Background: an optimization exercise with open tools, aiming at small area. Do not read the settings as production practice. The RTL was checked by simulation tests, not by an equivalence proof against the original design.

run A:
==> flow/design.v (excerpt) <==
module timer_subsys (
	input  wire		clk,
	input  wire		rst_n,
	input  wire		psel,
	input  wire		penable,
	input  wire		pwrite,
	input  wire [15:0]	paddr,
	input  wire [31:0]	pwdata,
	input  wire		dbg_halt,
	output logic [31:0]	prdata,
	output logic		pready,
	output logic		pslverr,
	output logic [3:0]	irq
);
Size in the first run: ~1700 cells after synthesis, roughly 92 I/O pins, about 18000 um2 of cells after synthesis.
make LEC_CHECK=0 CAP_MARGIN=0 CORE_MARGIN=2 CORE_UTILIZATION=55 CTS_BUF_LIST=sky130_fd_sc_hd__clkbuf_8 CTS_CLUSTER_DIAMETER=50 CTS_CLUSTER_SIZE=16 PLACE_DENSITY=0.75 SETUP_SLACK_MARGIN=0.02 SLEW_MARGIN=0 finish   # period 3.5 ns
run.sh (not shown) runs the stock make flow with config.mk's settings and CLKGATE_MAP_FILE= SYNTH_SCRIPT=/design/flow/synth_recipe.tcl, a recipe that flattens the netlist after the stock synthesis.
Inputs modified between run A and run B:
# run A
export LEC_CHECK = 0
export CAP_MARGIN = 0
export CORE_MARGIN = 2
export CORE_UTILIZATION = 55
export CTS_BUF_LIST = sky130_fd_sc_hd__clkbuf_8
export CTS_CLUSTER_DIAMETER = 50
export CTS_CLUSTER_SIZE = 16
export PLACE_DENSITY = 0.75
export SETUP_SLACK_MARGIN = 0.02
export SLEW_MARGIN = 0
create_clock -name core_clock -period 3.5 [get_ports {clk}]
# run B
export LEC_CHECK = 0
export CAP_MARGIN = 0
export CORE_MARGIN = 2
export CORE_UTILIZATION = 65
export PLACE_DENSITY = 0.85
export SETUP_SLACK_MARGIN = 0.02
export SLEW_MARGIN = 0
create_clock -name core_clock -period 3.5 [get_ports {clk}]
==> flow/flow/run.sh (new file) <==
#!/bin/bash
# Layout flow: the standard ORFS flow, with smaller port buffers, a clock
# tree without dummy loads, and power recovery (which downsizes cells with
# slack) followed by a max-slew repair.
set -uo pipefail
cd "$(dirname "${BASH_SOURCE[0]}")/.."
bash standard.sh \
	"BUFFER_PORTS_ARGS=-buffer_cell sky130_fd_sc_hd__buf_2" \
	"CTS_ARGS=-sink_clustering_enable -repair_clock_nets -buf_list sky130_fd_sc_hd__clkbuf_4 -sink_clustering_size 10 -sink_clustering_max_diameter 40 -dont_use_dummy_load" \
	"POST_GLOBAL_ROUTE_TCL=$PWD/flow/post_grt.tcl" \
	finish > standard.log 2>&1
exit $?
==> flow/flow/post_grt.tcl (new file) <==
# Downsize cells that have timing slack to spare, keeping a setup margin,
# then repair max slew and capacitance again, legalize and reroute.
global_route -start_incremental
repair_timing -recover_power 100 -setup_margin 0.15 -verbose
repair_design -slew_margin 0 -cap_margin 0
detailed_placement
global_route -end_incremental
estimate_parasitics -global_routing
report_wns
report_tns
write_guides $::env(RESULTS_DIR)/route.guide
==> flow/standard.sh (new file) <==
#!/bin/bash
# synth_recipe.tcl (not shown) runs the flow's synth.tcl, then flattens the netlist and writes it again
# the make line also repeats each setting of config.mk as NAME=value (left out here)
make -C /OpenROAD-flow-scripts/flow DESIGN_CONFIG=/design/flow/config.mk WORK_HOME=/design/flow/orfs CLKGATE_MAP_FILE= SYNTH_SCRIPT=/design/flow/synth_recipe.tcl "${@:-finish}"
removed: flow/run.sh
==> summary.txt <==
- Relative to run A, the count of buffers added by post-CTS timing repair for setup of run B is higher by 3.
- Aggregate routed wire length shrinks by a few percent when moving from run A to run B.
- Wire length of the first global-routing pass | run B below run A
- Row global-route usage: run B higher / run A lower
- Number of antenna violations at the first check in global routing: run B and run A compared, lower one is run B
- Run B ended with less area of the die than run A.
- Cmp run B vs run A: post-layout instance area lower in run B
- Comparing met3 layer usage reported by global route for run B and run A, the smaller number came from run A.
Input changes introduced in run C (baseline for comparison: run B):
# run B
export LEC_CHECK = 0
export CAP_MARGIN = 0
export CORE_MARGIN = 2
export CORE_UTILIZATION = 65
export PLACE_DENSITY = 0.85
export SETUP_SLACK_MARGIN = 0.02
export SLEW_MARGIN = 0
create_clock -name core_clock -period 3.5 [get_ports {clk}]
# run C
export LEC_CHECK = 0
export CAP_MARGIN = 0
export CORE_MARGIN = 2
export CORE_UTILIZATION = 55
export PLACE_DENSITY = 0.75
export SETUP_SLACK_MARGIN = 0.02
export SLEW_MARGIN = 0
create_clock -name core_clock -period 3.5 [get_ports {clk}]
==> summary.txt <==
- Compared with run B, run C shows a largest clock skew in the final design that is 30 ps lower.
- Of the two values seen for source of the critical timing path, lo_set[0] was produced by run C and lo_set[1] by run B.
- Relative area change from synthesis to final layout was lower in run B than in run C.
- Comparing the two runs side by side, run C comes out ahead of run B on remaining max-slew budget at the tightest pin.
### run C -> run D
# run C
export LEC_CHECK = 0
export CAP_MARGIN = 0
export CORE_MARGIN = 2
export CORE_UTILIZATION = 55
export PLACE_DENSITY = 0.75
export SETUP_SLACK_MARGIN = 0.02
export SLEW_MARGIN = 0
create_clock -name core_clock -period 3.5 [get_ports {clk}]
# run D
export LEC_CHECK = 0
export CAP_MARGIN = 0
export CORE_MARGIN = 2
export CORE_UTILIZATION = 55
export GPL_TIMING_DRIVEN = 0
export PLACE_DENSITY = 0.75
export SETUP_SLACK_MARGIN = 0.02
export SLEW_MARGIN = 0
create_clock -name core_clock -period 3.5 [get_ports {clk}]
==> summary.txt <==
- In run D the implementation ran to completion but is not tape-out ready, as the final checks report negative setup slack.
- Utilization is higher on run D
- Run D vs. run C: post-synthesis to final-layout area growth shows an increase of 2.3 points; post-CTS setup-driven buffer insertion count went up 2; via count of the routed design went up 6.9%; tightest hold margin now sits lower.

[afterwards: timing with drivers on the ports]
In the flow no input, the clock included, has a driving cell. The finished layouts below were timed again as built, in two steps. Step 1, drivers: a clkbuf_16 drives clk and a buf_2 each remaining input, both assumed. Step 2 moves the port delays by t, midway between the first and last clock arrival at a register: inputs arrive t later, outputs are due t later. That takes back most of the time a late clock gives input paths. Three values: ideal, step 1, step 2; two values: the first two.
| run | shift t [ns] | setup WS [ns] | worst setup path after step 2 | slew at the worst register clock pin (ns) | cell pins on the clock port's net |
|---|---|---|---|---|---|
| run A | 0.623 | 0.062 / 0.035 / 0.035 | input to output | 0.10 / 0.10 | 1 |
| run B | 0.745 | 0.042 / -0.005 / -0.280 | input to register | 0.12 / 0.12 | 1 |
| run C | 0.772 | 0.098 / 0.052 / -0.309 | input to register | 0.11 / 0.11 | 1 |
| run D | 0.873 | -0.049 / -0.101 / -0.773 | input to register | 0.12 / 0.12 | 1 |
Met with ideal ports but missed after step 2: setup timing in run B and run C. For run D, which loses most, drivers alone change the setup slack by -0.052 ns; drivers and shift together by -0.724 ns.
